Context: an optimization exercise on an open-source flow, tuned for a short achievable clock period and few clock cycles. The choices shown serve that exercise and are no tape-out recipe. Only simulation tests tie the RTL to the original design; equivalence was not proved. No activity file was given, so power comes from the tool's default toggle rates.

## design/flow/run.sh

```bash
#!/bin/bash
# synth_recipe.tcl (not shown) runs the flow's synth.tcl, then flattens the netlist and writes it again
# the make line also repeats each setting of config.mk as NAME=value (left out here)
make -C /OpenROAD-flow-scripts/flow DESIGN_CONFIG=/design/flow/config.mk WORK_HOME=/design/flow/orfs CLKGATE_MAP_FILE= SYNTH_SCRIPT=/design/flow/synth_recipe.tcl finish
```

## design/flow/constraint.sdc

```tcl
create_clock -name core_clock -period 7.0 [get_ports {clk}]
set_input_delay 1.4000 -clock core_clock [delete_from_list [all_inputs] [get_ports {clk}]]
set_output_delay 1.4000 -clock core_clock [all_outputs]
set_load 0.01 [all_outputs]
```

## design/flow/design.v

```verilog
`default_nettype none
package mem_pkg;
  localparam logic [1:0] SIZE_BYTE = 2'b00;
  localparam logic [1:0] SIZE_HALF = 2'b01;
  localparam logic [1:0] SIZE_WORD = 2'b10;
  localparam logic [1:0] SIZE_BAD  = 2'b11;
  localparam int WORD_BYTES = 4;
  function automatic logic is_misaligned(input logic [1:0] size,
                                         input logic [1:0] offset);
    logic bad;
    case (size)
      SIZE_BYTE: bad = 1'b0;
      SIZE_HALF: bad = offset[0];
      SIZE_WORD: bad = (offset != 2'b00);
      default:   bad = 1'b1;
    endcase
    is_misaligned = bad;
  endfunction
endpackage
`default_nettype wire
`default_nettype none
module mem_lane_align
#(
  parameter int NC = 4,                  
  parameter int CB = 2                   
) (
  input  logic [1:0]          size,
  input  logic [1:0]          offset,
  input  logic                sign_ext,
  input  logic                bad,
  input  logic [CB-1:0]       cand,
  input  logic [31:0]         wdata,
  output logic [3:0]          byte_en,
  output logic [31:0]         wword,
  output logic [NC*4-1:0]     sel_b0,     
  output logic [NC*4-1:0]     sel_b1,     
  output logic [NC-1:0]       sel_hi,     
  output logic [NC*4-1:0]     sel_sgn,    
  output logic                ext_b1,     
  output logic                ext_hi      
);
  logic [3:0] w_l0, w_l1, w_ls;
  logic       w_word;
  logic [NC-1:0] w_k;
  always_comb begin
    byte_en = 4'b0000;
    wword   = wdata;
    w_l0    = 4'b0000;
    w_l1    = 4'b0000;
    w_ls    = 4'b0000;
    w_word  = 1'b0;
    ext_b1  = 1'b0;
    ext_hi  = 1'b0;
    case (size)
      mem_pkg::SIZE_BYTE: begin
        byte_en = 4'b1000 >> offset;
        wword   = {4{wdata[7:0]}};
        w_l0    = 4'b1000 >> offset;
        w_ls    = sign_ext ? (4'b1000 >> offset) : 4'b0000;
        ext_b1  = 1'b1;
        ext_hi  = 1'b1;
      end
      mem_pkg::SIZE_HALF: begin
        byte_en = offset[1] ? 4'b0011 : 4'b1100;
        wword   = {2{wdata[15:0]}};
        w_l0    = offset[1] ? 4'b0001 : 4'b0100;
        w_l1    = offset[1] ? 4'b0010 : 4'b1000;
        w_ls    = sign_ext ? (offset[1] ? 4'b0010 : 4'b1000) : 4'b0000;
        ext_hi  = 1'b1;
      end
      mem_pkg::SIZE_WORD: begin
        byte_en = 4'b1111;
        w_l0    = 4'b0001;
        w_l1    = 4'b0010;
        w_word  = 1'b1;
      end
      default: begin
        byte_en = 4'b0000;
      end
    endcase
    if (bad) begin
      w_l0   = 4'b0000;
      w_l1   = 4'b0000;
      w_ls   = 4'b0000;
      w_word = 1'b0;
    end
  end
  for (genvar k = 0; k < NC; k++) begin : g_cand
    assign w_k[k] = (cand == k);
    assign sel_b0[4*k +: 4]  = w_k[k] ? w_l0 : 4'b0000;
    assign sel_b1[4*k +: 4]  = w_k[k] ? w_l1 : 4'b0000;
    assign sel_sgn[4*k +: 4] = w_k[k] ? w_ls : 4'b0000;
    assign sel_hi[k]         = w_k[k] & w_word;
  end
endmodule
`default_nettype wire
`default_nettype none
module data_memory_ctrl
#(
  parameter int ADDR_WIDTH = 9
) (
  input  logic                  clk,
  input  logic                  rst_n,
  input  logic                  req,
  input  logic                  we,
  input  logic [1:0]            size,
  input  logic                  sign_ext,
  input  logic [ADDR_WIDTH-1:0] addr,
  input  logic [31:0]           wdata,
  output logic                  ready,
  output logic [31:0]           rdata,
  output logic                  err
);
  localparam int DEPTH = 2 ** (ADDR_WIDTH - 2);
  localparam int NC    = 4;                       
  localparam int CB    = 2;                       
  localparam int LB    = ADDR_WIDTH - 2 - CB;     
  localparam int NL    = 2 ** LB;
  logic [31:0]       r_mem [DEPTH];
  logic              r_ld;                        
  logic [31:0]       r_cand [NC];
  logic [NC*4-1:0]   r_sel_b0;
  logic [NC*4-1:0]   r_sel_b1;
  logic [NC-1:0]     r_sel_hi;
  logic [NC*4-1:0]   r_sel_sgn;
  logic              r_ext_b1;
  logic              r_ext_hi;
  logic                  w_bad;
  logic [ADDR_WIDTH-3:0] w_idx;
  logic [31:0]           w_word;
  logic [3:0]            w_be;
  logic [31:0]           w_wlane;
  logic [31:0]           w_merged;
  logic                  w_store;
  logic [NC*4-1:0]       w_sel_b0;
  logic [NC*4-1:0]       w_sel_b1;
  logic [NC-1:0]         w_sel_hi;
  logic [NC*4-1:0]       w_sel_sgn;
  logic                  w_ext_b1;
  logic                  w_ext_hi;
  assign w_bad   = mem_pkg::is_misaligned(size, addr[1:0]);
  assign w_idx   = addr[ADDR_WIDTH-1:2];
  assign w_word  = r_mem[w_idx];
  assign w_store = req && we && !w_bad;
  mem_lane_align #(.NC(NC), .CB(CB)) u_lane_align (
    .size      (size),
    .offset    (addr[1:0]),
    .sign_ext  (sign_ext),
    .bad       (w_bad),
    .cand      (addr[ADDR_WIDTH-1 -: CB]),
    .wdata     (wdata),
    .byte_en   (w_be),
    .wword     (w_wlane),
    .sel_b0    (w_sel_b0),
    .sel_b1    (w_sel_b1),
    .sel_hi    (w_sel_hi),
    .sel_sgn   (w_sel_sgn),
    .ext_b1    (w_ext_b1),
    .ext_hi    (w_ext_hi)
  );
  for (genvar i = 0; i < mem_pkg::WORD_BYTES; i++) begin : g_lane
    assign w_merged[8*i +: 8] = w_be[i] ? w_wlane[8*i +: 8] : w_word[8*i +: 8];
  end
  always_ff @(posedge clk or negedge rst_n) begin
    if (!rst_n) begin
      r_ld <= 1'b0;
    end else begin
      r_ld <= req && !we && !r_ld;
    end
  end
  for (genvar k = 0; k < NC; k++) begin : g_cand
    always_ff @(posedge clk) begin
      r_cand[k] <= r_mem[{CB'(k), addr[2 +: LB]}];
    end
  end
  always_ff @(posedge clk) begin
    r_sel_b0  <= w_sel_b0;
    r_sel_b1  <= w_sel_b1;
    r_sel_hi  <= w_sel_hi;
    r_sel_sgn <= w_sel_sgn;
    r_ext_b1  <= w_ext_b1;
    r_ext_hi  <= w_ext_hi;
  end
  logic [7:0]  w_b0;
  logic [7:0]  w_b1;
  logic [15:0] w_hi;
  logic        w_sgn;
  always_comb begin
    w_b0  = 8'h00;
    w_b1  = 8'h00;
    w_hi  = 16'h0000;
    w_sgn = 1'b0;
    for (int k = 0; k < NC; k++) begin
      for (int l = 0; l < 4; l++) begin
        w_b0  = w_b0 | ({8{r_sel_b0[4*k+l]}} & r_cand[k][8*l +: 8]);
        w_b1  = w_b1 | ({8{r_sel_b1[4*k+l]}} & r_cand[k][8*l +: 8]);
        w_sgn = w_sgn | (r_sel_sgn[4*k+l] & r_cand[k][8*l+7]);
      end
      w_hi = w_hi | ({16{r_sel_hi[k]}} & r_cand[k][31:16]);
    end
  end
  assign rdata = {w_hi | {16{r_ext_hi & w_sgn}}, w_b1 | {8{r_ext_b1 & w_sgn}}, w_b0};
  assign ready = r_ld || (req && we);
  assign err   = w_bad;
  always_ff @(posedge clk) begin
    if (w_store) begin
      r_mem[w_idx] <= w_merged;
    end
  end
endmodule
`default_nettype wire
```

## design/flow/config.mk

```make
export PLATFORM = sky130hd
export DESIGN_NAME = data_memory_ctrl
export DESIGN_NICKNAME = data_memory_ctrl
export VERILOG_FILES = /design/flow/design.v
export SDC_FILE = /design/flow/constraint.sdc
export NUM_CORES = 4
export LEC_CHECK = 0
export CAP_MARGIN = 20
export CORE_MARGIN = 2
export CORE_UTILIZATION = 40
export SETUP_SLACK_MARGIN = 3.5
export SLEW_MARGIN = 20
```

==> results.py, run 1 <==
metrics = {
    "setup_path": {
        "worst_r2r_path_depth": 5,
        "r2r_end": "r_cand[0][8]",
        "endpoint_class_of_the_critical_path": "primary output",
        "worstReg2RegStart": "r_mem[15][8]",
        "worstSetupStartpointType": "flop",
        "worst_ep_required_time_ps": 5600,
        "register_to_register_setup_slack_ps": 4720,
        "critPathKind": "flop to primary output",
        "timing.critical_path.arrival_ps": 3060,
        "largest_driver_fanout_on_the_critical_path": 8,
    },
    "timing": {
        "worst_slack_ps": 2540,
        "timing_max_transition_violations_final": 0,
        "worst_case_headroom_to_the_max_slew_limit": 0.110,
        "grt_setup_unrepaired": "true",
        "finalClockSkew_ps": 58.8,
        "period_share": 0.637,
        "achievable-frequency_mhz": 224,
        "period_needed_ps": 4460,
        "setup_total_negative_slack_ps": 0,
        "timing_worst_slew_pin_value_ps": 1340,
        "report.final.setup_viol": 0,
        "fin_hold_ws_ps": 421,
        "hold_violations": 0,
    },
    "clocking": {
        "ctsRootBufferMaster": "clkbuf_16",
        "number_of_buffers_created_by_cts": 423,
        "clk_pin_slew_worst_paths_ps": 60,
        "cts_tree": "done",
        "clockBufferDepth": 4,
        "clock-sinks": 4271,
        "insertion_delay_ps": 1030,
        "htree_levels": 5,
    },
    "route": {
        "totalWireLength_mm": 627,
        "num_vias": 107000,
        "post_drt_via_cell_ratio": 6.66,
        "drt_first_iter_violations": 21000,
        "detail_route.wl_per_cell_um": 38.9,
        "postRouteAntennaNets": 0,
        "detail_route.first_pass.iterations": 14,
        "drcViolationCount": 0,
    },
    "yosys": {
        "synth.cell_area_um2": 165000,
        "synth_edf_count": 4096,
        "yosys_warnings": 3,
        "synth-async-reset-ratio": 0.000234,
        "synthDominantCellAreaShare": 0.746,
        "synthFlopType": "edfxtp_1",
        "postSynthAreaPerCell_um2": 16.1,
        "syn-num-nets": 10300,
        "register_bit_total_from_synthesis": 4271,
        "yosysUniqueCellTypes": 69,
        "ys_seq_area_frac": 0.768,
        "largest_area_contributor_in_the_synthesized_netlist": "edfxtp_1",
        "synthesis.instances": 10200,
        "synth_area_leaders": "edfxtp_1, a22oi_1, a221oi_1, dfxtp_1, a222oi_1",
    },
    "global_route": {
        "vias_in_the_first_global_route": 101000,
        "first_pass_grt_wire_length_mm": 843,
        "grt.total_usage": 0.289,
        "overflow": 0,
        "antenna_found_initial": 47,
        "grt_max_degree": 129,
    },
    "floorplanning": {
        "die_w_um": 646,
        "boundaryPins": 82,
        "num_rows": 235,
        "core_um2": 410000,
        "fp.dieArea_um2": 417000,
        "initial_core_util": 0.402,
        "die_extent_in_y_um": 646,
    },
    "final_layout": {
        "area_growth_pct": 15.9,
        "layout.cells.most_common": "edfxtp_1",
        "layout.cells.most_common_list": "edfxtp_1, a22oi_1, nand2_1, clkbuf_16, a221oi_1",
        "final_layout_size_suffix_gt1_frac": 0.194,
        "layout.nets": 10300,
        "layout.cells.non_filler": 16100,
        "final_core_util": 0.466,
    },
    "place": {
        "placement.io_buffers": 81,
        "place_ws_ps": 1340,
        "place.gp.congestion": 0.984,
        "hpwl_mm": 383,
        "placed_cells_incl_taps": 15200,
    },
    "min_path": {
        "min_to": "r_ld",
        "worstHoldPathCells": 1,
        "worstHoldPathType": "flop to flop",
        "worstHoldStart": "r_ld",
    },
    "power_and_ir_drop": {
        "leakagePower_nw": 58.8,
        "ir_drop_v": 0.000245,
        "pwr_density_cell_nw_per_um2": 293,
    },
    "flow_run": {
        "timing.max_cap.violations": 0,
    },
    "status": {
        "status": "finished clean",
    },
}
==> layout make-up <==
cell class	instances	area [um2]
Tap cell	5451	6820
Inverter	8	58.8
Clock buffer	563	11700
Sequential cell	4271	127000
Multi-Input combinational cell	5073	37800
Timing Repair Buffer	483	5490
Clock inverter	225	2380
Antenna cell	28	70.1
Fill cell	34500	219000
==> stage by stage <==
step | area (um2) | power [mW]
6_report | 191000 | 55.9
5_1_grt | 191000 | 56.9
4_1_cts | 190000 | 55.7
3_5_place_dp | 172000 | 32.9
3_3_place_gp | 172000 | 32.9
2_1_floorplan | 165000 | 30.8
==> flip-flops by register name, summed over array words and instances (netlist names) <==
name       count
r_ld           1
r_sel_sgn     16
r_ext_b1       1
r_mem       4096
r_ext_hi       1
r_sel_b1       8
r_cand       128
r_sel_hi       4
r_sel_b0      16
==> worst max path at each step <==
stage | startpoint | end | slack, ps | cells after the start
after floorplan | size[1] | r_mem[0][11] | 2780 | 5
after global placement | size[1] | r_mem[113][0] | 1390 | 9
after detailed placement | size[1] | r_mem[80][6] | 1340 | 9
after CTS | r_cand[0][7] | rdata[11] | 2600 | 6
after global routing | r_cand[0][7] | rdata[11] | 2600 | 6
final | r_cand[0][7] | rdata[11] | 2540 | 6
==> report_power, final <==
part           internal [mW]  switching (mW)  total [mW]
combinational           1.01            3.02        4.03
clock                   13.3            9.89        23.1
sequential              28.4           0.393        28.7
total                   42.6            13.3        55.9
==> what timing repair did <==
item | in CTS | in global routing
hold buffers | 0 | 0
setup endpoints to repair | 6473 | 3472
pin swaps | 36 | 30
resized for setup | 902 | 229
cloned | 17 | 5
setup buffers | 54 | 39
==> critical path: stages (launching register included) <==
cell and delay, ps:
dfxtp_4 430, a22o_1 260, a221oi_2 190, and4_1 240, nand2b_4 230, nand4_1 400, buf_2 300
==> logic make-up (layout without fill, tap and decap cells) <==
family          count (synthesis)  after routing  share of synthesized area
simple gates                 1707           1717                     0.0451
other cells                     0             28                          0
mux                           352            352                     0.0224
flops                        4271           4271                      0.768
fa+ha+maj                       4              4                   0.000304
buf+inv                       890           1279                     0.0237
compound gates               2998           3000                      0.141
==> synthesized netlist by cell type (11+ instances only) <==
master        n
edfxtp_1   4096
a22oi_1     659
nor2_1      634
nand2_1     537
clkbuf_1    486
a221oi_1    413
a21oi_1     344
buf_2       302
a222oi_1    299
mux2i_1     276
o22ai_1     248
nor3_1      236
a21bo_2     196
o21ai_0     188
dfxtp_1     174
a22o_1      120
nor2b_1     119
o32ai_1      96
nand3_1      80
o221ai_1     71
mux2_2       70
buf_1        57
a221o_1      51
o211ai_1     51
o22a_1       48
a31oi_1      44
a21o_1       37
a211o_1      30
o2111ai_1    26
buf_4        24
nand3b_1     19
a211oi_1     18
nand4_1      17
o31ai_1      16
nor4_1       15
o32a_1       15
buf_6        13
and2_1       12
nand2b_1     11
==> routing by layer <==
metal / vias up / part of all wire / track usage
li1: 42100 / - / -
met1: 54600 / 0.36 / 0.377
met2: 8971 / 0.43 / 0.427
met3: 1617 / 0.14 / 0.0847
met4: 36 / 0.072 / 0.173
met5: - / 0.00065 / 0.00173
Testbench counts, summed over its fixed seeds: cycles 7,527.
==> run 2: changes to the inputs <==
==> design/flow/design.v (replaced) <==
`default_nettype none
package mem_pkg;
  localparam logic [1:0] SIZE_BYTE = 2'b00;
  localparam logic [1:0] SIZE_HALF = 2'b01;
  localparam logic [1:0] SIZE_WORD = 2'b10;
  localparam logic [1:0] SIZE_BAD  = 2'b11;
  localparam int WORD_BYTES = 4;
  function automatic logic is_misaligned(input logic [1:0] size,
                                         input logic [1:0] offset);
    logic bad;
    case (size)
      SIZE_BYTE: bad = 1'b0;
      SIZE_HALF: bad = offset[0];
      SIZE_WORD: bad = (offset != 2'b00);
      default:   bad = 1'b1;
    endcase
    is_misaligned = bad;
  endfunction
endpackage
`default_nettype wire
`default_nettype none
module mem_lane_align
(
  input  logic [1:0]  size,
  input  logic [1:0]  offset,
  input  logic        sign_ext,
  input  logic [31:0] wdata,
  input  logic [31:0] rword,
  output logic [3:0]  byte_en,
  output logic [31:0] wword,
  output logic [31:0] rdata_ext
);
  logic [7:0]  w_byte;
  logic [15:0] w_half;
  always_comb begin
    case (offset)
      2'd0:    w_byte = rword[31:24];
      2'd1:    w_byte = rword[23:16];
      2'd2:    w_byte = rword[15:8];
      default: w_byte = rword[7:0];
    endcase
    w_half    = offset[1] ? rword[15:0] : rword[31:16];
    byte_en   = 4'b0000;
    wword     = wdata;
    rdata_ext = 32'h0000_0000;
    case (size)
      mem_pkg::SIZE_BYTE: begin
        byte_en   = 4'b1000 >> offset;
        wword     = {4{wdata[7:0]}};
        rdata_ext = {{24{sign_ext & w_byte[7]}}, w_byte};
      end
      mem_pkg::SIZE_HALF: begin
        byte_en   = offset[1] ? 4'b0011 : 4'b1100;
        wword     = {2{wdata[15:0]}};
        rdata_ext = {{16{sign_ext & w_half[15]}}, w_half};
      end
      mem_pkg::SIZE_WORD: begin
        byte_en   = 4'b1111;
        wword     = wdata;
        rdata_ext = rword;
      end
      default: begin
        byte_en   = 4'b0000;
      end
    endcase
  end
endmodule
`default_nettype wire
`default_nettype none
module data_memory_ctrl
#(
  parameter int ADDR_WIDTH = 9
) (
  input  logic                  clk,
  input  logic                  rst_n,
  input  logic                  req,
  input  logic                  we,
  input  logic [1:0]            size,
  input  logic                  sign_ext,
  input  logic [ADDR_WIDTH-1:0] addr,
  input  logic [31:0]           wdata,
  output logic                  ready,
  output logic [31:0]           rdata,
  output logic                  err
);
  localparam int DEPTH = 2 ** (ADDR_WIDTH - 2);
  localparam int HALF  = DEPTH / 2;
  logic [31:0]           r_mem [DEPTH];
  logic                  r_ld;                    
  logic [31:0]           r_cand [2];
  logic                  w_bad;
  logic [ADDR_WIDTH-3:0] w_idx;
  logic [31:0]           w_word;
  logic [3:0]            w_be;
  logic [31:0]           w_wlane;
  logic [31:0]           w_merged;
  logic                  w_store;
  logic [31:0]           w_word_h [2];
  logic [31:0]           w_load_h [2];
  assign w_bad   = mem_pkg::is_misaligned(size, addr[1:0]);
  assign w_idx   = addr[ADDR_WIDTH-1:2];
  assign w_word  = r_mem[w_idx];
  assign w_store = req && we && !w_bad;
  mem_lane_align u_lane_align (
    .size      (size),
    .offset    (addr[1:0]),
    .sign_ext  (sign_ext),
    .wdata     (wdata),
    .rword     (w_word),
    .byte_en   (w_be),
    .wword     (w_wlane),
    .rdata_ext ()
  );
  for (genvar i = 0; i < mem_pkg::WORD_BYTES; i++) begin : g_lane
    assign w_merged[8*i +: 8] = w_be[i] ? w_wlane[8*i +: 8] : w_word[8*i +: 8];
  end
  for (genvar h = 0; h < 2; h++) begin : g_half
    assign w_word_h[h] = r_mem[{1'(h), addr[ADDR_WIDTH-2:2]}];
    mem_lane_align u_lane_load (
      .size      (size),
      .offset    (addr[1:0]),
      .sign_ext  (sign_ext),
      .wdata     (32'h0000_0000),
      .rword     (w_word_h[h]),
      .byte_en   (),
      .wword     (),
      .rdata_ext (w_load_h[h])
    );
    always_ff @(posedge clk) begin
      r_cand[h] <= (addr[ADDR_WIDTH-1] == 1'(h) && !w_bad) ? w_load_h[h] : 32'h0000_0000;
    end
  end
  always_ff @(posedge clk or negedge rst_n) begin
    if (!rst_n) begin
      r_ld <= 1'b0;
    end else begin
      r_ld <= req && !we && !r_ld;
    end
  end
  assign ready = r_ld || (req && we);
  assign err   = w_bad;
  assign rdata = r_cand[0] | r_cand[1];
  always_ff @(posedge clk) begin
    if (w_store) begin
      r_mem[w_idx] <= w_merged;
    end
  end
endmodule
`default_nettype wire
==> run 2 against run 1 <==
Die area is 0.80% lower; worst hold slack better by 12 ps; critical path type is now primary input to flop; clock power is 4% lower; via count hardly changed.
==> results.py, run 2 <==
metrics = {
    "timing": {
        "fin_hold_ws_ps": 433,
        "setup_total_negative_slack_ps": 0,
        "timing_max_transition_violations_final": 0,
        "grt_setup_unrepaired": "true",
        "timing_worst_slew_pin_value_ps": 1170,
        "finalClockSkew_ps": 108,
        "period_needed_ps": 4000,
        "report.final.setup_viol": 0,
        "worst_case_headroom_to_the_max_slew_limit": 0.220,
        "hold_violations": 0,
        "period_share": 0.571,
        "achievable-frequency_mhz": 250,
    },
    "yosys": {
        "synth.most_common_cell": "edfxtp_1",
        "postSynthAreaPerCell_um2": 17.2,
        "synth.cells.most_frequent": "edfxtp_1, nor2_1, a221oi_1",
        "yosysUniqueCellTypes": 99,
        "syn-num-nets": 9552,
        "synth_area_leaders": "edfxtp_1, mux4_2, a221oi_1, mux2i_1, mux2_2",
        "synth-async-reset-ratio": 0.000240,
        "ys_seq_area_frac": 0.760,
        "register_bit_total_from_synthesis": 4161,
        "largest_area_contributor_in_the_synthesized_netlist": "edfxtp_1",
        "synth_edf_count": 4096,
        "synthDominantCellAreaShare": 0.752,
        "synthFlopType": "edfxtp_1",
        "yosys_warnings": 7,
        "synthesis.instances": 9504,
        "synth.cell_area_um2": 163000,
    },
    "clocking": {
        "cts_tree": "done",
        "clockBufferDepth": 4,
        "ctsRootBufferMaster": "clkbuf_16",
        "htree_levels": 5,
        "insertion_delay_ps": 1060,
        "number_of_buffers_created_by_cts": 414,
        "clk_pin_slew_worst_paths_ps": 60,
        "ctsHoldBuffers": 0,
        "clock-sinks": 4161,
    },
    "power_and_ir_drop": {
        "ir_drop_v": 0.000227,
        "leakagePower_nw": 61.1,
        "pwr_density_cell_nw_per_um2": 279,
    },
    "route": {
        "postRouteAntennaNets": 0,
        "num_vias": 107000,
        "drcViolationCount": 0,
        "post_drt_via_cell_ratio": 6.73,
        "drt_first_iter_violations": 21400,
        "detail_route.wl_per_cell_um": 42.3,
        "totalWireLength_mm": 674,
        "detail_route.first_pass.iterations": 7,
    },
    "final_layout": {
        "reg_top3": "r_mem: 4096 flops, r_cand: 64 flops, r_ld: 1 flops",
        "largest-register": "r_mem",
        "final_layout_size_suffix_gt1_frac": 0.255,
        "layout.nets": 10200,
        "fill_cells": 33600,
        "area_growth_pct": 18.9,
        "multiInputGateArea_um2": 39000,
        "largest_register_ff_count": 4096,
        "layout.cells.most_common": "edfxtp_1",
        "sequential_cell_area_um2": 124000,
        "layout.cells.most_common_list": "edfxtp_1, buf_4, a221oi_1, clkbuf_16, nor2_1",
    },
    "setup_path": {
        "largest_driver_fanout_on_the_critical_path": 8,
        "worst_ep_required_time_ps": 7630,
        "worst_r2r_path_depth": 9,
        "critPathSlowestCell": "nor2_1",
        "worstPathCellList": "clkdlybuf4s50_1, nand2_1, nor2_1, nand2_1, nor2_1",
        "worstSetupStartpointType": "primary input",
        "endpoint_class_of_the_critical_path": "flop",
        "worst_path_largest_cell_delay_ps": 930,
        "critPathKind": "primary input to flop",
        "timing.critical_path.arrival_ps": 4630,
    },
    "global_route": {
        "first_pass_grt_wire_length_mm": 875,
        "grt_max_degree": 129,
        "grt.total_usage": 0.308,
        "overflow": 0,
        "antenna_found_initial": 65,
        "vias_in_the_first_global_route": 98800,
    },
    "floorplanning": {
        "die_w_um": 643,
        "num_rows": 234,
        "initial_core_util": 0.402,
        "die_extent_in_y_um": 643,
        "core_um2": 407000,
        "boundaryPins": 82,
        "fp.dieArea_um2": 414000,
    },
    "flow_run": {
        "timing.max_cap.violations": 0,
    },
    "place": {
        "placement.io_buffers": 81,
        "hpwl_mm": 393,
        "place.gp.congestion": 0.983,
    },
    "min_path": {
        "worstHoldPathCells": 1,
        "worstHoldPathType": "flop to flop",
    },
    "status": {
        "status": "finished clean",
    },
}
==> run 2: cells by family after synthesis <==
group                     Yosys count  synth area share
DFF                              4161             0.760
AOI/OAI and AO/OA                2138            0.0970
and+or+nand+nor                  1527            0.0393
muxes                             969            0.0778
buffers and inverters             708            0.0255
xor gates and xnor gates            1         0.0000536
==> run 2: metrics by stage <==
stage / instances / utilization / total power, mW / cell area (um2) / setup slack (ps)
floorplan: 9504 / - / 29.8 / 164000 / 2830
global placement: 14800 / 0.423 / 31.7 / 172000 / 828
detailed placement: 14800 / 0.424 / 31.7 / 172000 / 896
CTS: 15700 / 0.469 / 53.7 / 191000 / 3230
global route: 15900 / 0.478 / 55.1 / 194000 / 3130
finish: 15900 / 0.478 / 54.3 / 194000 / 3000
==> run 2: path summary, 6_finish.rpt <==
path                          startpoint            end  slack, ps
max                              addr[8]  r_mem[116][7]       3000
min                                 r_ld           r_ld        430
max reg2reg                r_mem[77][15]  r_cand[1][29]       3860
min reg2reg                         r_ld           r_ld        430
max in group asynchronous          rst_n           r_ld       6370
min in group asynchronous          rst_n           r_ld        530
==> run 2: critical path: cells and delay by family <==
family                 cells  cell delay [ps]
buffers and inverters      1              710
AND/OR/NAND/NOR            4             2490
==> run 2: power by group <==
| part | internal [mW] | total [mW] | switching [mW] |
|---|---|---|---|
| registers | 27.6 | 27.6 | 0.0166 |
| clock network | 12.4 | 22.2 | 9.77 |
| logic | 1.26 | 4.48 | 3.22 |
| total | 41.3 | 54.3 | 13.0 |
==> run 2: layer usage <==
| metal | vias to the layer above | global-route usage | part of all wire |
|---|---|---|---|
| met3 | 2197 | 0.0996 | 0.15 |
| met5 | - | 0 | 0.00042 |
| li1 | 40100 | - | - |
| met2 | 10100 | 0.442 | 0.42 |
| met1 | 54800 | 0.398 | 0.34 |
| met4 | 38 | 0.207 | 0.084 |
==> run 2: timing repair <==
action	in CTS	in global routing
pin swaps	40	52
gates cloned	53	31
buffers inserted	99	121
resized for setup	824	329
setup endpoints to repair	4685	2113
==> run 2: final cells by class <==
cell class,instances,area share
antenna,51,0.000657
clock buffer,531,0.0568
clock inverter,227,0.0115
inverter,11,0.000650
multi-input combinational,4648,0.201
sequential,4161,0.640
tap,5428,0.0349
timing repair buffer,888,0.0548
timing repair inverter,4,0.000219
Testbench counts of run 2, summed over its fixed seeds: cycles 7,527.
==> run 3: changes to the inputs <==
==> design/flow/flow/run.sh (new file) <==
#!/bin/bash
# Standard layout, with port buffers from the buf family so the resizer can
# size them, and sizing not held to each cell's footprint.
set -euo pipefail
bash standard.sh MATCH_CELL_FOOTPRINT=0 \
  "BUFFER_PORTS_ARGS=-buffer_cell sky130_fd_sc_hd__buf_4" \
  finish > standard.log 2>&1
==> design/flow/standard.sh (new file) <==
#!/bin/bash
# synth_recipe.tcl (not shown) runs the flow's synth.tcl, then flattens the netlist and writes it again
# the make line also repeats each setting of config.mk as NAME=value (left out here)
make -C /OpenROAD-flow-scripts/flow DESIGN_CONFIG=/design/flow/config.mk WORK_HOME=/design/flow/orfs CLKGATE_MAP_FILE= SYNTH_SCRIPT=/design/flow/synth_recipe.tcl "${@:-finish}"
removed: design/flow/run.sh
==> run 3 against run 2 <==
Sequential power hardly changed; sequential share of layout area is 0.81 points higher; worst hold slack worse by 260 ps; setup slack better by 180 ps; core utilization is 0.60 points lower; critical path type unchanged; via count is 1.6% lower; final area is 1.2% lower; fmax is 4.7% higher; register-to-register slack better by 290 ps; final cell count is 0.67% lower; first-iteration DRC count is 4.8% lower; synthesized area stayed put.
==> results.py, run 3 <==
metrics = {
    "route": {
        "post_drt_via_cell_ratio": 6.67,
        "drt_first_iter_violations": 20400,
        "drcViolationCount": 0,
        "totalWireLength_mm": 654,
        "detail_route.first_pass.iterations": 9,
        "detail_route.wl_per_cell_um": 41.3,
        "postRouteAntennaNets": 0,
        "num_vias": 106000,
    },
    "final_layout": {
        "final_core_util": 0.472,
        "largest_register_ff_count": 4096,
        "layout.cells.most_common_list": "edfxtp_1, buf_4, a221oi_1, clkbuf_16, nand2_1",
        "area_growth_pct": 17.4,
        "largest-register": "r_mem",
        "reg_top3": "r_mem: 4096 flops, r_cand: 64 flops, r_ld: 1 flops",
        "fill_cells": 33900,
        "final_layout_size_suffix_gt1_frac": 0.256,
        "layout.nets": 10100,
        "layout.cells.most_common": "edfxtp_1",
    },
    "setup_path": {
        "timing.critical_path.arrival_ps": 4760,
        "largest_driver_fanout_on_the_critical_path": 24,
        "worstPathCellList": "buf_16, buf_12, buf_4, and3b_4, buf_4, buf_12, a22o_1, a221oi_1, o221ai_1, o21ai_0, o21ai_0, a32oi_1, a41oi_1",
        "worst_path_largest_cell_delay_ps": 740,
        "worstSetupStartpointType": "primary input",
        "worst_ep_required_time_ps": 7940,
        "endpoint_class_of_the_critical_path": "flop",
        "critPathSlowestCell": "o21ai_0",
        "critPathKind": "primary input to flop",
    },
    "yosys": {
        "synth_area_leaders": "edfxtp_1, mux4_2, a221oi_1, mux2i_1, mux2_2",
        "synth.cell_area_um2": 163000,
        "yosysUniqueCellTypes": 99,
        "synth.cells.most_frequent": "edfxtp_1, nor2_1, a221oi_1",
        "synth.most_common_cell": "edfxtp_1",
        "synth-async-reset-ratio": 0.000240,
        "synthDominantCellAreaShare": 0.752,
        "postSynthAreaPerCell_um2": 17.2,
        "yosys_warnings": 7,
        "synth_edf_count": 4096,
        "register_bit_total_from_synthesis": 4161,
        "syn-num-nets": 9552,
        "ys_seq_area_frac": 0.760,
        "synthFlopType": "edfxtp_1",
        "largest_area_contributor_in_the_synthesized_netlist": "edfxtp_1",
        "synthesis.instances": 9504,
    },
    "clocking": {
        "htree_levels": 5,
        "number_of_buffers_created_by_cts": 415,
        "ctsHoldBuffers": 0,
        "clk_pin_slew_worst_paths_ps": 70,
        "clock-sinks": 4161,
        "ctsRootBufferMaster": "clkbuf_16",
        "insertion_delay_ps": 1020,
        "clockBufferDepth": 4,
        "cts_tree": "done",
    },
    "floorplanning": {
        "num_rows": 234,
        "core_um2": 407000,
        "die_w_um": 643,
        "die_extent_in_y_um": 643,
        "boundaryPins": 82,
        "fp.dieArea_um2": 414000,
        "initial_core_util": 0.402,
    },
    "timing": {
        "timing_max_transition_violations_final": 0,
        "report.final.setup_viol": 0,
        "period_share": 0.545,
        "finalClockSkew_ps": 75.6,
        "worst_case_headroom_to_the_max_slew_limit": 0.0988,
        "hold_violations": 0,
        "setup_total_negative_slack_ps": 0,
        "achievable-frequency_mhz": 262,
        "grt_setup_unrepaired": "true",
        "period_needed_ps": 3820,
        "timing_worst_slew_pin_value_ps": 1350,
    },
    "place": {
        "hpwl_mm": 373,
        "place.gp.congestion": 0.971,
        "placement.io_buffers": 81,
    },
    "power_and_ir_drop": {
        "leakagePower_nw": 60.3,
        "ir_drop_v": 0.000228,
        "pwr_density_cell_nw_per_um2": 285,
    },
    "global_route": {
        "first_pass_grt_wire_length_mm": 856,
        "grt_max_degree": 129,
        "antenna_found_initial": 47,
        "vias_in_the_first_global_route": 99000,
        "grt.total_usage": 0.300,
        "overflow": 0,
    },
    "flow_run": {
        "timing.max_cap.violations": 0,
    },
    "min_path": {
        "worstHoldPathType": "primary input to async pin",
    },
    "status": {
        "status": "finished clean",
    },
}
-- run 3: critical path, delay by kind of cell --
family	cells	cell delay, ps
compound gates	7	1730
buf+inv	5	910
simple gates	1	590
-- run 3: cells by family after synthesis --
logic type | after synthesis | share of synthesized area
DFF | 4161 | 0.760
AOI/OAI and AO/OA | 2138 | 0.0970
and+or+nand+nor | 1527 | 0.0393
muxes | 969 | 0.0778
buffers and inverters | 708 | 0.0255
xor gates and xnor gates | 1 | 0.0000536
-- run 3: repair_timing --
item | CTS | global route
setup buffers | 90 | 108
endpoints found under the setup margin | 3672 | 1765
gates resized for setup | 585 | 306
pin swaps | 33 | 42
gates cloned | 44 | 27
-- run 3: power by group --
group / internal [mW] / total (mW) / switching (mW)
combinational: 1.16 / 4.25 / 3.09
sequential: 27.6 / 27.6 / 0.0150
clock: 13.0 / 22.8 / 9.86
-- run 3: worst paths after layout --
path | from | to | slack (ps) | cells after the start
worst max-delay path | addr[3] | r_cand[0][3] | 3180 | 13
worst min-delay path | rst_n | r_ld | 180 | 1
worst max register to register | r_mem[121][15] | r_cand[1][22] | 4150 | 10
worst min register to register | r_ld | r_ld | 440 | 1
max in group asynchronous | rst_n | r_ld | 6740 | 1
min in group core_clock | r_ld | r_ld | 440 | 1
-- run 3: final cells by class --
class                   count  area, um2  area share
clock inverters           273       2880      0.0150
well taps                5428       6790      0.0354
repair buffers            789       8720      0.0454
flip-flops and latches   4161     124000       0.648
clock buffers             495      10800      0.0565
inverters                  11        154    0.000802
multi-input cells        4650      38100       0.199
repair inverters            3       33.8    0.000176
diodes                     32       80.1    0.000417
-- run 3: layer usage --
metal / up-vias / GRT usage / part of all wire
met5: - / 0.00983 / 0.0014
met4: 33 / 0.191 / 0.075
met3: 2073 / 0.113 / 0.16
met2: 9566 / 0.432 / 0.43
met1: 54100 / 0.379 / 0.34
li1: 39800 / - / -
-- run 3: through the flow --
step | area, um2 | hold slack (ps) | power (mW) | std cells | worst slack [ps]
floorplan | 164000 | 398 | 29.8 | 9504 | 2860
global placement | 171000 | 414 | 31.6 | 14800 | 1210
detailed placement | 171000 | 425 | 31.6 | 14800 | 1320
CTS | 189000 | 138 | 54.2 | 15700 | 3230
global route | 192000 | 176 | 55.5 | 15800 | 3290
finish | 192000 | 176 | 54.7 | 15800 | 3180
==> run 4: changes to the inputs <==
--- a/design/flow/design.v
+++ b/design/flow/design.v
@@ -86,19 +86,20 @@
   localparam int DEPTH = 2 ** (ADDR_WIDTH - 2);
-  localparam int HALF  = DEPTH / 2;
   logic [31:0]           r_mem [DEPTH];
-  logic                  r_ld;                    
+  logic                  r_rdy;                   
+  logic                  r_retry;                 
   logic [31:0]           r_cand [2];
+  logic                  r_pv;
+  logic [ADDR_WIDTH-3:0] r_pidx;
+  logic [3:0]            r_pbe;
+  logic [31:0]           r_pdata;
   logic                  w_bad;
-  logic [ADDR_WIDTH-3:0] w_idx;
-  logic [31:0]           w_word;
   logic [3:0]            w_be;
   logic [31:0]           w_wlane;
-  logic [31:0]           w_merged;
-  logic                  w_store;
+  logic                  w_load;
+  logic                  w_hit;
   logic [31:0]           w_word_h [2];
   logic [31:0]           w_load_h [2];
-  assign w_bad   = mem_pkg::is_misaligned(size, addr[1:0]);
-  assign w_idx   = addr[ADDR_WIDTH-1:2];
-  assign w_word  = r_mem[w_idx];
-  assign w_store = req && we && !w_bad;
+  assign w_bad  = mem_pkg::is_misaligned(size, addr[1:0]);
+  assign w_load = req && !we && !r_rdy;
+  assign w_hit  = r_pv && (r_pidx == addr[ADDR_WIDTH-1:2]);
   mem_lane_align u_lane_align (
@@ -108,3 +109,3 @@
     .wdata     (wdata),
-    .rword     (w_word),
+    .rword     (32'h0000_0000),
     .byte_en   (w_be),
@@ -113,5 +114,2 @@
   );
-  for (genvar i = 0; i < mem_pkg::WORD_BYTES; i++) begin : g_lane
-    assign w_merged[8*i +: 8] = w_be[i] ? w_wlane[8*i +: 8] : w_word[8*i +: 8];
-  end
   for (genvar h = 0; h < 2; h++) begin : g_half
@@ -134,13 +132,23 @@
     if (!rst_n) begin
-      r_ld <= 1'b0;
+      r_rdy   <= 1'b0;
+      r_retry <= 1'b0;
     end else begin
-      r_ld <= req && !we && !r_ld;
+      r_rdy   <= w_load && (r_retry || !w_hit);
+      r_retry <= w_load && !r_retry && w_hit;
     end
   end
-  assign ready = r_ld || (req && we);
+  always_ff @(posedge clk) begin
+    r_pv    <= req && we && !w_bad;
+    r_pidx  <= addr[ADDR_WIDTH-1:2];
+    r_pbe   <= w_be;
+    r_pdata <= w_wlane;
+  end
+  assign ready = r_rdy || (req && we);
   assign err   = w_bad;
   assign rdata = r_cand[0] | r_cand[1];
-  always_ff @(posedge clk) begin
-    if (w_store) begin
-      r_mem[w_idx] <= w_merged;
+  for (genvar l = 0; l < mem_pkg::WORD_BYTES; l++) begin : g_wlane
+    always_ff @(posedge clk) begin
+      if (r_pv && r_pbe[l]) begin
+        r_mem[r_pidx][8*l +: 8] <= r_pdata[8*l +: 8];
+      end
     end
==> design/flow/run.sh (new file) <==
#!/bin/bash
# synth_recipe.tcl (not shown) runs the flow's synth.tcl, then flattens the netlist and writes it again
# the make line also repeats each setting of config.mk as NAME=value (left out here)
make -C /OpenROAD-flow-scripts/flow DESIGN_CONFIG=/design/flow/config.mk WORK_HOME=/design/flow/orfs CLKGATE_MAP_FILE= SYNTH_SCRIPT=/design/flow/synth_recipe.tcl finish
removed: design/flow/flow/run.sh
removed: design/flow/standard.sh
==> run 4 against run 3 <==
Synthesized area down 0.46%; critical path depth down 9; power down 1.8%; fmax down 1.9%; clock power about the same; routed wire length down 24%; clock skew down 22 ps; combinational power down 29%; sequential share of layout area up 2.1 points; register-to-register slack worse by 1000 ps; critical path type is now flop to flop; largest cell class unchanged.
==> results.py, run 4 <==
metrics = {
    "setup_path": {
        "worst_ep_required_time_ps": 7620,
        "critPathSlowestCell": "nor2_1",
        "timing.critical_path.arrival_ps": 4510,
        "worstPathCellList": "nand2_1, nor2_2, nand2_1, nor2_1",
        "register_to_register_setup_slack_ps": 3110,
        "worst_r2r_path_depth": 4,
        "endpoint_class_of_the_critical_path": "flop",
        "critical-path-top-delay-family": "simple AND/OR/NAND/NOR gates",
        "largest_driver_fanout_on_the_critical_path": 16,
        "crit_buf_inv": 0,
        "path_common_cell": "nand2_1",
        "worstReg2RegStart": "r_pidx[1]",
        "worstSetupStartpointType": "flop",
        "critPathKind": "flop to flop",
        "worst_path_largest_cell_delay_ps": 1040,
        "r2r_end": "r_mem[35][24]",
    },
    "yosys": {
        "syn-num-nets": 7453,
        "yosys_warnings": 7,
        "synth_edf_count": 4096,
        "ys_seq_area_frac": 0.769,
        "dominant_combinational_cell_family_by_area_after_synthesis": "multiplexers",
        "synth_area_leaders": "edfxtp_1, mux4_2, mux2i_1, dfxtp_1, nor2_1",
        "synthDominantCellAreaShare": 0.756,
        "register_bit_total_from_synthesis": 4206,
        "postSynthAreaPerCell_um2": 22.0,
        "synth.cells.most_frequent": "edfxtp_1, mux4_2, nor2_1",
        "synth.most_common_cell": "edfxtp_1",
        "synthesis.instances": 7405,
        "synth-async-reset-ratio": 0.000476,
        "yosysUniqueCellTypes": 59,
        "post_synth_fa_ha_maj_area_fraction": 0,
        "synth.mux.area_fraction": 0.174,
        "yosys.area_share.xor_xnor": 0.000377,
        "largest_area_contributor_in_the_synthesized_netlist": "edfxtp_1",
        "synth.cell_area_um2": 163000,
        "synth-compound-area-share": 0.0161,
        "synth_simple_gate_area_share": 0.0256,
        "synthFlopType": "edfxtp_1",
    },
    "timing": {
        "timing_worst_slew_pin_value_ps": 1280,
        "worst_case_headroom_to_the_max_slew_limit": 0.141,
        "achievable-frequency_mhz": 257,
        "grt_setup_unrepaired": "true",
        "worst_slack_ps": 3110,
        "report.final.setup_viol": 0,
        "timing_max_transition_violations_final": 0,
        "period_needed_ps": 3890,
        "finalClockSkew_ps": 53.5,
        "period_share": 0.556,
        "hold_violations": 0,
        "setup_total_negative_slack_ps": 0,
    },
    "clocking": {
        "number_of_buffers_created_by_cts": 425,
        "ctsHoldBuffers": 0,
        "ctsRootBufferMaster": "clkbuf_16",
        "clock-sinks": 4206,
        "clockBufferDepth": 4,
        "htree_levels": 5,
        "insertion_delay_ps": 1000,
        "cts_tree": "done",
        "clk_pin_slew_worst_paths_ps": 60,
    },
    "final_layout": {
        "reg_top3": "r_mem: 4096 flops, r_cand: 64 flops, r_pdata: 32 flops",
        "final_design_area_no_fill_um2": 188000,
        "largest-register": "r_mem",
        "final_layout_size_suffix_gt1_frac": 0.316,
        "sequential_cell_area_um2": 125000,
        "multiInputGateArea_um2": 36600,
        "largest_register_ff_count": 4096,
        "area_growth_pct": 15.2,
        "fill_cells": 33200,
        "layout.nets": 7828,
        "layout.cells.most_common_list": "edfxtp_1, mux4_2, clkbuf_16, nor2_1, nor2_2",
        "layout.cells.most_common": "edfxtp_1",
        "final_core_util": 0.462,
    },
    "power_and_ir_drop": {
        "ir_drop_v": 0.000201,
        "fraction_of_power_consumed_by_combinational_cells": 0.056,
        "netSwitchingPower_mw": 11.9,
        "seq_power_share": 0.523,
        "overall_power_consumption_mw": 53.7,
        "sw_frac_of_total": 0.222,
        "power_share_of_the_clock_group": 0.421,
        "pwr_density_cell_nw_per_um2": 286,
        "leakagePower_nw": 57.2,
        "p_int_mw": 41.8,
    },
    "global_route": {
        "vias_in_the_first_global_route": 79600,
        "antenna_found_initial": 60,
        "first_pass_grt_wire_length_mm": 674,
        "overflow": 0,
        "grt_max_degree": 113,
        "grt.total_usage": 0.236,
    },
    "floorplanning": {
        "die_extent_in_y_um": 642,
        "core_um2": 406000,
        "fp.dieArea_um2": 412000,
        "boundaryPins": 82,
        "initial_core_util": 0.401,
        "num_rows": 234,
        "die_w_um": 642,
    },
    "flow_run": {
        "timing.max_cap.violations": 0,
    },
    "status": {
        "status": "finished clean",
    },
    "place": {
        "dpl-instance-area_um2": 170000,
        "placement.io_buffers": 81,
        "place_ws_ps": 913,
        "hpwl_mm": 315,
        "place.gp.congestion": 0.985,
    },
    "route": {
        "num_vias": 82200,
        "drcViolationCount": 0,
        "postRouteAntennaNets": 0,
        "detail_route.wl_per_cell_um": 36.5,
        "post_drt_via_cell_ratio": 6.00,
        "drt_first_iter_violations": 12100,
        "detail_route.first_pass.iterations": 8,
        "totalWireLength_mm": 500,
    },
    "min_path": {
        "worstHoldPathType": "primary input to async pin",
    },
}
[run 4: cell count changes in the layout (fill, tap and decap cells not counted), moves of 157 or more]
cell	previous run	this run
mux2i_1	408	218
a22oi_1	287	130
a221oi_1	477	6
nand2_1	427	241
mux2_2	328	10
mux4_2	206	1152
buf_4	565	187
a21oi_1	276	28
o21ai_0	251	29
[run 4: repair_timing]
item | CTS | global route
resized for setup | 348 | 234
hold endpoints to repair | 0 | 0
setup buffers | 26 | 27
setup endpoints to repair | 1533 | 2253
pin swaps | 38 | 17
cloned | 21 | 9
[run 4: cell type report]
type | instances | share of cell area
inverter | 5 | 0.000113
clock buffer | 544 | 0.0600
sequential | 4206 | 0.668
timing repair buffer | 378 | 0.0251
multi-input combinational | 2764 | 0.195
clock inverter | 247 | 0.0131
antenna | 126 | 0.00168
tap | 5428 | 0.0362
[run 4: worst max path at each step]
stage / startpoint / to / slack (ps) / cells after the start
2_1_floorplan: addr[2] / r_cand[0][0] / 3230 / 11
3_3_place_gp: addr[2] / r_cand[1][3] / 910 / 10
3_5_place_dp: addr[2] / r_cand[1][3] / 910 / 10
4_1_cts: addr[1] / err / 3150 / 6
5_1_grt: r_pidx[1] / r_mem[35][24] / 3150 / 4
6_report: r_pidx[1] / r_mem[35][24] / 3110 / 4
[run 4: stage by stage]
step                cells  hold slack (ps)
global placement    12700              560
detailed placement  12700              551
floorplan            7405              505
global route        13700              574
CTS                 13500              546
finish              13700              585
[run 4: cell families (layout without fill, tap and decap cells)]
kind of cell	Yosys count	after routing
xor gates and xnor gates	7	7
AOI/OAI and AO/OA	360	360
other	0	126
DFF	4206	4206
muxes	1384	1384
buffers and inverters	435	1174
and+or+nand+nor	1013	1013
[run 4: power by group through the flow]
stage / Combinational [mW] / Sequential (mW) / Clock, mW
final: 3.02 / 28.1 / 22.6
after global routing: 3.08 / 28.1 / 23.8
after CTS: 2.89 / 28.1 / 22.8
after detailed placement: 2.74 / 28.6 / 0
after global placement: 2.70 / 28.6 / 0
after floorplan: 1.50 / 28.7 / 0
[run 4: layer usage]
layer  share of wire  up-vias  GRT usage
met5         0.00094        -   0.000578
met4           0.063       40      0.133
met3            0.11     1164     0.0725
met2            0.46     5033      0.356
met1            0.37    44100      0.305
li1                -    31900          -
[run 4: worst register-to-register path: stages (launching register included)]
cell	delay, ps
dfxtp_1	660
nand2_1	150
nor2_2	700
nand2_1	950
nor2_1	1040
Testbench counts of run 4, summed over its fixed seeds: cycles 7,536.
==> run 5: changes to the inputs <==
--- a/design/flow/design.v
+++ b/design/flow/design.v
@@ -86,2 +86,5 @@
   localparam int DEPTH = 2 ** (ADDR_WIDTH - 2);
+  localparam int NQ    = 4;                       
+  localparam int QB    = 2;                       
+  localparam int QW    = ADDR_WIDTH - 2 - QB;     
   logic [31:0]           r_mem [DEPTH];
@@ -89,5 +92,7 @@
   logic                  r_retry;                 
-  logic [31:0]           r_cand [2];
+  logic                  r_bad;                   
+  logic [31:0]           r_cand [NQ];
   logic                  r_pv;
   logic [ADDR_WIDTH-3:0] r_pidx;
+  logic [DEPTH-1:0]      r_psel;                  
   logic [3:0]            r_pbe;
@@ -95,2 +100,3 @@
   logic                  w_bad;
+  logic                  w_store;
   logic [3:0]            w_be;
@@ -99,7 +105,8 @@
   logic                  w_hit;
-  logic [31:0]           w_word_h [2];
-  logic [31:0]           w_load_h [2];
-  assign w_bad  = mem_pkg::is_misaligned(size, addr[1:0]);
-  assign w_load = req && !we && !r_rdy;
-  assign w_hit  = r_pv && (r_pidx == addr[ADDR_WIDTH-1:2]);
+  logic [31:0]           w_word_q [NQ];
+  logic [31:0]           w_load_q [NQ];
+  assign w_bad   = mem_pkg::is_misaligned(size, addr[1:0]);
+  assign w_store = req && we && !w_bad;
+  assign w_load  = req && !we && !r_rdy;
+  assign w_hit   = r_pv && (r_pidx == addr[ADDR_WIDTH-1:2]);
   mem_lane_align u_lane_align (
@@ -114,4 +121,4 @@
   );
-  for (genvar h = 0; h < 2; h++) begin : g_half
-    assign w_word_h[h] = r_mem[{1'(h), addr[ADDR_WIDTH-2:2]}];
+  for (genvar q = 0; q < NQ; q++) begin : g_quarter
+    assign w_word_q[q] = r_mem[{QB'(q), addr[2 +: QW]}];
     mem_lane_align u_lane_load (
@@ -121,10 +128,13 @@
       .wdata     (32'h0000_0000),
-      .rword     (w_word_h[h]),
+      .rword     (w_word_q[q]),
       .byte_en   (),
       .wword     (),
-      .rdata_ext (w_load_h[h])
+      .rdata_ext (w_load_q[q])
     );
     always_ff @(posedge clk) begin
-      r_cand[h] <= (addr[ADDR_WIDTH-1] == 1'(h) && !w_bad) ? w_load_h[h] : 32'h0000_0000;
+      r_cand[q] <= (addr[ADDR_WIDTH-1 -: QB] == QB'(q)) ? w_load_q[q] : 32'h0000_0000;
     end
+  end
+  always_ff @(posedge clk) begin
+    r_bad <= w_bad;
   end
@@ -140,3 +150,3 @@
   always_ff @(posedge clk) begin
-    r_pv    <= req && we && !w_bad;
+    r_pv    <= w_store;
     r_pidx  <= addr[ADDR_WIDTH-1:2];
@@ -145,9 +155,16 @@
   end
+  for (genvar i = 0; i < DEPTH; i++) begin : g_psel
+    always_ff @(posedge clk) begin
+      r_psel[i] <= w_store && (addr[ADDR_WIDTH-1:2] == (ADDR_WIDTH-2)'(i));
+    end
+  end
   assign ready = r_rdy || (req && we);
   assign err   = w_bad;
-  assign rdata = r_cand[0] | r_cand[1];
-  for (genvar l = 0; l < mem_pkg::WORD_BYTES; l++) begin : g_wlane
-    always_ff @(posedge clk) begin
-      if (r_pv && r_pbe[l]) begin
-        r_mem[r_pidx][8*l +: 8] <= r_pdata[8*l +: 8];
+  assign rdata = r_bad ? 32'h0000_0000 : (r_cand[0] | r_cand[1] | r_cand[2] | r_cand[3]);
+  for (genvar i = 0; i < DEPTH; i++) begin : g_word
+    for (genvar l = 0; l < mem_pkg::WORD_BYTES; l++) begin : g_wlane
+      always_ff @(posedge clk) begin
+        if (r_psel[i] && r_pbe[l]) begin
+          r_mem[i][8*l +: 8] <= r_pdata[8*l +: 8];
+        end
       end
==> design/flow/flow/run.sh (new file) <==
#!/bin/bash
# Standard layout, with port buffers from the buf family so the resizer can
# size them, and sizing not held to each cell's footprint.
set -euo pipefail
bash standard.sh MATCH_CELL_FOOTPRINT=0 \
  "BUFFER_PORTS_ARGS=-buffer_cell sky130_fd_sc_hd__buf_4" \
  finish > standard.log 2>&1
==> design/flow/standard.sh (new file) <==
#!/bin/bash
# synth_recipe.tcl (not shown) runs the flow's synth.tcl, then flattens the netlist and writes it again
# the make line also repeats each setting of config.mk as NAME=value (left out here)
make -C /OpenROAD-flow-scripts/flow DESIGN_CONFIG=/design/flow/config.mk WORK_HOME=/design/flow/orfs CLKGATE_MAP_FILE= SYNTH_SCRIPT=/design/flow/synth_recipe.tcl "${@:-finish}"
removed: design/flow/run.sh
==> run 5 against run 4 <==
Synthesized area decreased by 0.67%; largest cell class unchanged; sequential share of layout area increased by 1.4 points; critical path depth unchanged; largest power group unchanged.
==> results.py, run 5 <==
metrics = {
    "yosys": {
        "ys_seq_area_frac": 0.799,
        "synth.cells.most_frequent": "edfxtp_1, a22oi_1, nand2_1",
        "yosysUniqueCellTypes": 87,
        "synth_edf_count": 4096,
        "synth.most_common_cell": "edfxtp_1",
        "synthFlopType": "edfxtp_1",
        "yosys_warnings": 9,
        "synthesis.instances": 9783,
        "synth.cell_area_um2": 162000,
        "synth-async-reset-ratio": 0.000455,
        "synthDominantCellAreaShare": 0.761,
        "postSynthAreaPerCell_um2": 16.5,
        "syn-num-nets": 9831,
        "synth_area_leaders": "edfxtp_1, a22oi_1, dfxtp_1, and2_1, nand2_1",
        "register_bit_total_from_synthesis": 4399,
        "largest_area_contributor_in_the_synthesized_netlist": "edfxtp_1",
    },
    "power_and_ir_drop": {
        "leakagePower_nw": 61.8,
        "ir_drop_v": 0.000254,
        "fraction_of_power_consumed_by_combinational_cells": 0.047,
        "seq_power_share": 0.534,
        "p_int_mw": 42.3,
        "sw_frac_of_total": 0.231,
        "power_share_of_the_clock_group": 0.419,
        "pwr_density_cell_nw_per_um2": 290,
        "netSwitchingPower_mw": 12.7,
    },
    "timing": {
        "achievable-frequency_mhz": 262,
        "grt_setup_unrepaired": "true",
        "timing_max_transition_violations_final": 0,
        "period_needed_ps": 3820,
        "report.final.setup_viol": 0,
        "finalClockSkew_ps": 83.7,
        "setup_total_negative_slack_ps": 0,
        "worst_case_headroom_to_the_max_slew_limit": 0.153,
        "hold_violations": 0,
        "timing_worst_slew_pin_value_ps": 1270,
        "period_share": 0.546,
    },
    "setup_path": {
        "critPathKind": "flop to primary output",
        "worstSetupStartpointType": "flop",
        "register_to_register_setup_slack_ps": 3920,
        "worst_r2r_path_depth": 8,
        "timing.critical_path.arrival_ps": 2420,
        "path_common_cell": "buf_4",
        "worstReg2RegStart": "r_mem[122][7]",
        "largest_driver_fanout_on_the_critical_path": 1,
        "worstPathCellList": "nor4_4, buf_4, nor2_1, buf_4",
        "r2r_end": "r_cand[3][16]",
        "worst_setup_path_startpoint": "r_cand[3][15]",
        "endpoint_class_of_the_critical_path": "primary output",
        "worst_path_largest_cell_delay_ps": 480,
        "worst_ep_required_time_ps": 5600,
        "critPathSlowestCell": "nor4_4",
    },
    "clocking": {
        "ctsRootBufferMaster": "clkbuf_16",
        "number_of_buffers_created_by_cts": 431,
        "clockBufferDepth": 4,
        "clk_pin_slew_worst_paths_ps": 70,
        "ctsHoldBuffers": 0,
        "clock-sinks": 4399,
        "htree_levels": 5,
        "insertion_delay_ps": 1050,
        "cts_tree": "done",
    },
    "floorplanning": {
        "die_extent_in_y_um": 640,
        "die_w_um": 640,
        "fp.dieArea_um2": 409000,
        "num_rows": 233,
        "initial_core_util": 0.401,
        "boundaryPins": 82,
        "core_um2": 403000,
    },
    "route": {
        "drt_first_iter_violations": 21400,
        "postRouteAntennaNets": 0,
        "num_vias": 107000,
        "totalWireLength_mm": 692,
        "detail_route.first_pass.iterations": 9,
        "post_drt_via_cell_ratio": 6.61,
        "detail_route.wl_per_cell_um": 42.9,
        "drcViolationCount": 0,
    },
    "global_route": {
        "antenna_found_initial": 54,
        "overflow": 0,
        "first_pass_grt_wire_length_mm": 891,
        "grt.total_usage": 0.324,
        "vias_in_the_first_global_route": 97100,
        "grt_max_degree": 96,
    },
    "final_layout": {
        "fill_cells": 33800,
        "layout.cells.most_common_list": "edfxtp_1, a22oi_1, nand2_1, and2_1, clkbuf_16",
        "layout.nets": 10300,
        "layout.cells.non_filler": 16100,
        "largest-register": "r_mem",
        "reg_top3": "r_mem: 4096 flops, r_cand: 128 flops, r_psel: 128 flops",
        "layout.cells.most_common": "edfxtp_1",
        "final_layout_size_suffix_gt1_frac": 0.160,
        "largest_register_ff_count": 4096,
        "area_growth_pct": 17.2,
    },
    "min_path": {
        "worstHoldPathType": "primary input to async pin",
    },
    "status": {
        "status": "finished clean",
    },
    "flow_run": {
        "timing.max_cap.violations": 0,
    },
    "place": {
        "place.gp.congestion": 1.03,
        "placed_cells_incl_taps": 15000,
        "hpwl_mm": 425,
        "placement.io_buffers": 81,
    },
}
## run 5: worst max-delay path: cells and delay by family (launching register included)
| family | cells | cell delay (ps) |
|---|---|---|
| flops | 1 | 440 |
| simple gates | 2 | 530 |
| buf+inv | 2 | 380 |
## run 5: power by group through the flow
| stage | clock (mW) | combinational (mW) | sequential [mW] |
|---|---|---|---|
| finish | 23.0 | 2.61 | 29.4 |
| global route | 23.9 | 2.58 | 29.3 |
| CTS | 22.9 | 2.36 | 29.3 |
| detailed placement | 0 | 2.16 | 29.9 |
| global placement | 0 | 2.13 | 29.9 |
| floorplan | 0 | 0.809 | 29.8 |
## run 5: cells by family after synthesis
| logic type | share of synthesized area |
|---|---|
| AOI/OAI and AO/OA | 0.104 |
| xor gates and xnor gates | 0.000379 |
| buffers and inverters | 0.0168 |
| DFF | 0.799 |
| muxes | 0.00429 |
| and+or+nand+nor | 0.0759 |
## run 5: layout make-up
type / count / area [um2] / area share
Antenna cell: 106 / 265 / 0.00140
Inverter: 11 / 48.8 / 0.000257
Sequential cell: 4399 / 129000 / 0.682
Clock buffer: 565 / 11600 / 0.0613
Tap cell: 5405 / 6760 / 0.0357
Clock inverter: 228 / 2110 / 0.0111
Multi-Input combinational cell: 4762 / 32200 / 0.170
Timing Repair Buffer: 649 / 7210 / 0.0380
## run 5: through the flow
stage                     setup WS (ps)  hold slack [ps]   util  cell area (um2)  power [mW]
after floorplan                    3450              423      -           162000        30.6
after global placement              861              439  0.423           170000        32.0
after detailed placement           1230              459  0.423           170000        32.0
after CTS                          3230             58.7  0.466           188000        54.6
after global routing               3200              103  0.470           189000        55.8
final                              3180              108  0.471           190000        55.0
## run 5: per-layer routing
layer	vias up	global-route usage	routed length, um
li1	40300	-	-
met1	54300	0.419	240000
met2	9870	0.476	300000
met3	2059	0.0916	97300
met4	34	0.215	54400
met5	-	0	386
## run 5: worst max path at each step
| stage | to | slack, ps | cells after the start |
|---|---|---|---|
| 3_5_place_dp | r_cand[0][3] | 1230 | 11 |
| 5_1_grt | rdata[7] | 3200 | 3 |
| 6_report | rdata[15] | 3180 | 4 |
| 4_1_cts | rdata[22] | 3230 | 3 |
| 2_1_floorplan | r_cand[3][26] | 3450 | 11 |
| 3_3_place_gp | r_cand[2][2] | 860 | 10 |
## run 5: what timing repair did
| item | CTS | global route |
|---|---|---|
| setup buffers | 148 | 43 |
| endpoints found under the setup margin | 161 | 150 |
| pin swaps | 71 | 48 |
| gates resized for setup | 407 | 177 |
| gates cloned | 14 | 18 |
Testbench counts of run 5, summed over its fixed seeds: cycles 7,536.
==> run 6: changes to the inputs <==
--- a/design/flow/config.mk
+++ b/design/flow/config.mk
@@ -9,3 +9,4 @@
 export CORE_MARGIN = 2
-export CORE_UTILIZATION = 40
+export CORE_UTILIZATION = 50
+export PLACE_DENSITY = 0.68
 export SETUP_SLACK_MARGIN = 3.5
==> run 6 against run 5 <==
Still clean on timing, DRC and antenna; clock-buffer cell count decreased by 38; sequential power about the same; synthesized cell count unchanged; die area decreased by 20%; worst hold slack improved by 74 ps; highest routed layer unchanged.
==> results.py, run 6 <==
metrics = {
    "setup_path": {
        "largest_driver_fanout_on_the_critical_path": 1,
        "timing.critical_path.arrival_ps": 2410,
        "worst_path_largest_cell_delay_ps": 730,
        "r2r_end": "r_mem[66][19]",
        "worst_setup_path_startpoint": "r_cand[0][10]",
        "worstPathCellList": "nor4_4, nor2_1, buf_4",
        "register_to_register_setup_slack_ps": 3990,
        "worstReg2RegStart": "r_pbe[2]",
        "worst_r2r_path_depth": 2,
        "crit_buf_inv": 1,
        "endpoint_class_of_the_critical_path": "primary output",
        "critPathSlowestCell": "nor4_4",
        "critical-path-top-delay-family": "simple AND/OR/NAND/NOR gates",
        "worst_ep_required_time_ps": 5600,
        "critPathKind": "flop to primary output",
        "worstSetupStartpointType": "flop",
    },
    "floorplanning": {
        "initial_core_util": 0.503,
        "boundaryPins": 82,
        "die_extent_in_y_um": 573,
        "die_w_um": 573,
        "num_rows": 208,
        "fp.dieArea_um2": 328000,
        "core_um2": 321000,
    },
    "final_layout": {
        "largest-register": "r_mem",
        "layout.nets": 10200,
        "final_design_area_no_fill_um2": 187000,
        "largest_register_ff_count": 4096,
        "reg_top3": "r_mem: 4096 flops, r_cand: 128 flops, r_psel: 128 flops",
        "final_core_util": 0.581,
        "fill_cells": 23700,
        "multiInputGateArea_um2": 32100,
        "sequential_cell_area_um2": 129000,
        "layout.cells.most_common": "edfxtp_1",
        "layout.cells.most_common_list": "edfxtp_1, a22oi_1, nand2_1, and2_1, clkbuf_16",
        "area_growth_pct": 15.6,
        "final_layout_size_suffix_gt1_frac": 0.153,
    },
    "route": {
        "drcViolationCount": 0,
        "detail_route.first_pass.iterations": 10,
        "post_drt_via_cell_ratio": 7.26,
        "detail_route.wl_per_cell_um": 45.0,
        "postRouteAntennaNets": 0,
        "totalWireLength_mm": 669,
        "num_vias": 108000,
        "drt_first_iter_violations": 24400,
    },
    "timing": {
        "period_share": 0.544,
        "worst_case_headroom_to_the_max_slew_limit": 0.0897,
        "setup_total_negative_slack_ps": 0,
        "period_needed_ps": 3810,
        "report.final.setup_viol": 0,
        "finalClockSkew_ps": 89.0,
        "timing_worst_slew_pin_value_ps": 1370,
        "timing_max_transition_violations_final": 0,
        "grt_setup_unrepaired": "true",
        "achievable-frequency_mhz": 263,
        "hold_violations": 0,
    },
    "yosys": {
        "syn-num-nets": 9831,
        "synth.most_common_cell": "edfxtp_1",
        "synth-async-reset-ratio": 0.000455,
        "largest_area_contributor_in_the_synthesized_netlist": "edfxtp_1",
        "synth_edf_count": 4096,
        "postSynthAreaPerCell_um2": 16.5,
        "synthDominantCellAreaShare": 0.761,
        "synth.cell_area_um2": 162000,
        "yosysUniqueCellTypes": 87,
        "ys_seq_area_frac": 0.799,
        "yosys_warnings": 9,
        "register_bit_total_from_synthesis": 4399,
        "synthesis.instances": 9783,
        "synthFlopType": "edfxtp_1",
        "synth.cells.most_frequent": "edfxtp_1, a22oi_1, nand2_1",
        "synth_area_leaders": "edfxtp_1, a22oi_1, dfxtp_1, and2_1, nand2_1",
    },
    "clocking": {
        "clockBufferDepth": 4,
        "number_of_buffers_created_by_cts": 431,
        "cts_tree": "done",
        "clk_pin_slew_worst_paths_ps": 60,
        "clock-sinks": 4399,
        "htree_levels": 5,
        "ctsRootBufferMaster": "clkbuf_16",
        "insertion_delay_ps": 1050,
    },
    "flow_run": {
        "timing.max_cap.violations": 0,
    },
    "global_route": {
        "overflow": 0,
        "grt_max_degree": 97,
        "first_pass_grt_wire_length_mm": 871,
        "grt.total_usage": 0.397,
        "vias_in_the_first_global_route": 98900,
        "antenna_found_initial": 58,
    },
    "place": {
        "hpwl_mm": 410,
        "dpl-instance-area_um2": 168000,
        "placement.io_buffers": 81,
        "place.gp.congestion": 1.05,
    },
    "power_and_ir_drop": {
        "overall_power_consumption_mw": 55.4,
        "fraction_of_power_consumed_by_combinational_cells": 0.048,
        "power_share_of_the_clock_group": 0.424,
        "ir_drop_v": 0.000293,
        "p_int_mw": 42.8,
        "netSwitchingPower_mw": 12.7,
        "sw_frac_of_total": 0.229,
        "seq_power_share": 0.529,
        "leakagePower_nw": 61.2,
        "pwr_density_cell_nw_per_um2": 297,
    },
    "min_path": {
        "worstHoldPathType": "primary input to async pin",
    },
    "status": {
        "status": "finished clean",
    },
}
[run 6: cell counts after synthesis]
No cell type changed its count.
[run 6: worst register-to-register path, cell delays in order, from the launching register on]
cell	delay, ps
dfxtp_4	560
buf_4	870
and2_1	1170
[run 6: layer usage]
| metal | vias up | GRT usage | part of all wire |
|---|---|---|---|
| met4 | 28 | 0.269 | 0.085 |
| met5 | - | 0.0106 | 0.0011 |
| met2 | 11700 | 0.556 | 0.41 |
| met1 | 53600 | 0.515 | 0.33 |
| li1 | 40000 | - | - |
| met3 | 2536 | 0.148 | 0.17 |
[run 6: cells by family (layout without fill, tap and decap cells)]
kind of cell    Yosys count  in the layout  share of synthesized area
xor+xnor                  7              7                   0.000379
compound gates         2321           2322                      0.104
buf+inv                 627           1340                     0.0168
flops                  4399           4399                      0.799
simple gates           2363           2376                     0.0759
other cells               0             48                          0
mux                      66             66                    0.00429
[run 6: how the worst max path moves through the flow]
stage | to | cells past startpoint
global route | rdata[10] | 3
finish | rdata[10] | 3
detailed placement | r_cand[3][2] | 11
floorplan | r_cand[3][26] | 11
global placement | r_cand[3][2] | 11
CTS | rdata[10] | 3
[run 6: stage by stage]
stage	hold WS (ps)	instances	setup slack [ps]
3_3_place_gp	441	13800	1090
3_5_place_dp	450	13800	1050
4_1_cts	150	14800	3360
6_report	182	14900	3190
5_1_grt	191	14800	3200
2_1_floorplan	423	9783	3450
[run 6: layout make-up]
cell class	instances	area share
sequential	4399	0.692
multi-input combinational	4771	0.172
clock buffer	527	0.0608
timing repair buffer	524	0.0301
tap	4305	0.0288
clock inverter	278	0.0150
antenna	48	0.000643
inverter	11	0.000255
[run 6: power by group through the flow]
stage	Combinational [mW]	Clock (mW)	Sequential [mW]
after detailed placement	2.19	0	29.8
after floorplan	0.809	0	29.8
after CTS	2.35	23.3	29.3
after global routing	2.59	24.3	29.3
final	2.64	23.5	29.3
after global placement	2.16	0	29.8
[run 6: repair_timing]
item | 4_1_cts | 5_1_grt
pin swaps | 62 | 54
buffers inserted | 100 | 37
endpoints found under the setup margin | 184 | 153
hold buffers | 0 | 0
gates cloned | 14 | 12
gates resized for setup | 342 | 226

-- what the ideal ports hide --
The results above use ideal ports. As a check the final layouts listed here were re-extracted and re-timed, cells and wires unchanged. Step 1 assumes that a clkbuf_16 drives the clock port and a buf_2 every other input. Step 2 adds t to the input delays and takes it off the output delays; t is the mean of the earliest and latest rising clock arrival at the registers after step 1. Input paths then give back, and output paths get back, about the clock's delay inside the block. a / b / c = ideal ports / drivers / drivers and shift; a / b = the first two.
run | t, ns | setup WS [ns] | worst data-port slew with drivers (ns)
run 1 | 1.103 | 2.540 / 2.434 / 2.089 | 0.26
run 2 | 1.135 | 3.002 / 3.011 / 1.877 | 0.51
run 3 | 1.099 | 3.182 / 2.831 / 1.732 | 0.57
run 4 | 1.095 | 3.108 / 2.925 / 1.830 | 0.66
run 5 | 1.138 | 3.179 / 2.971 / 2.084 | 0.39
run 6 | 1.120 | 3.195 / 3.024 / 1.903 | 0.45
After both steps every run listed still meets setup and hold. For run 3, which loses most, drivers alone change the setup slack by -0.351 ns; drivers and shift together by -1.450 ns.
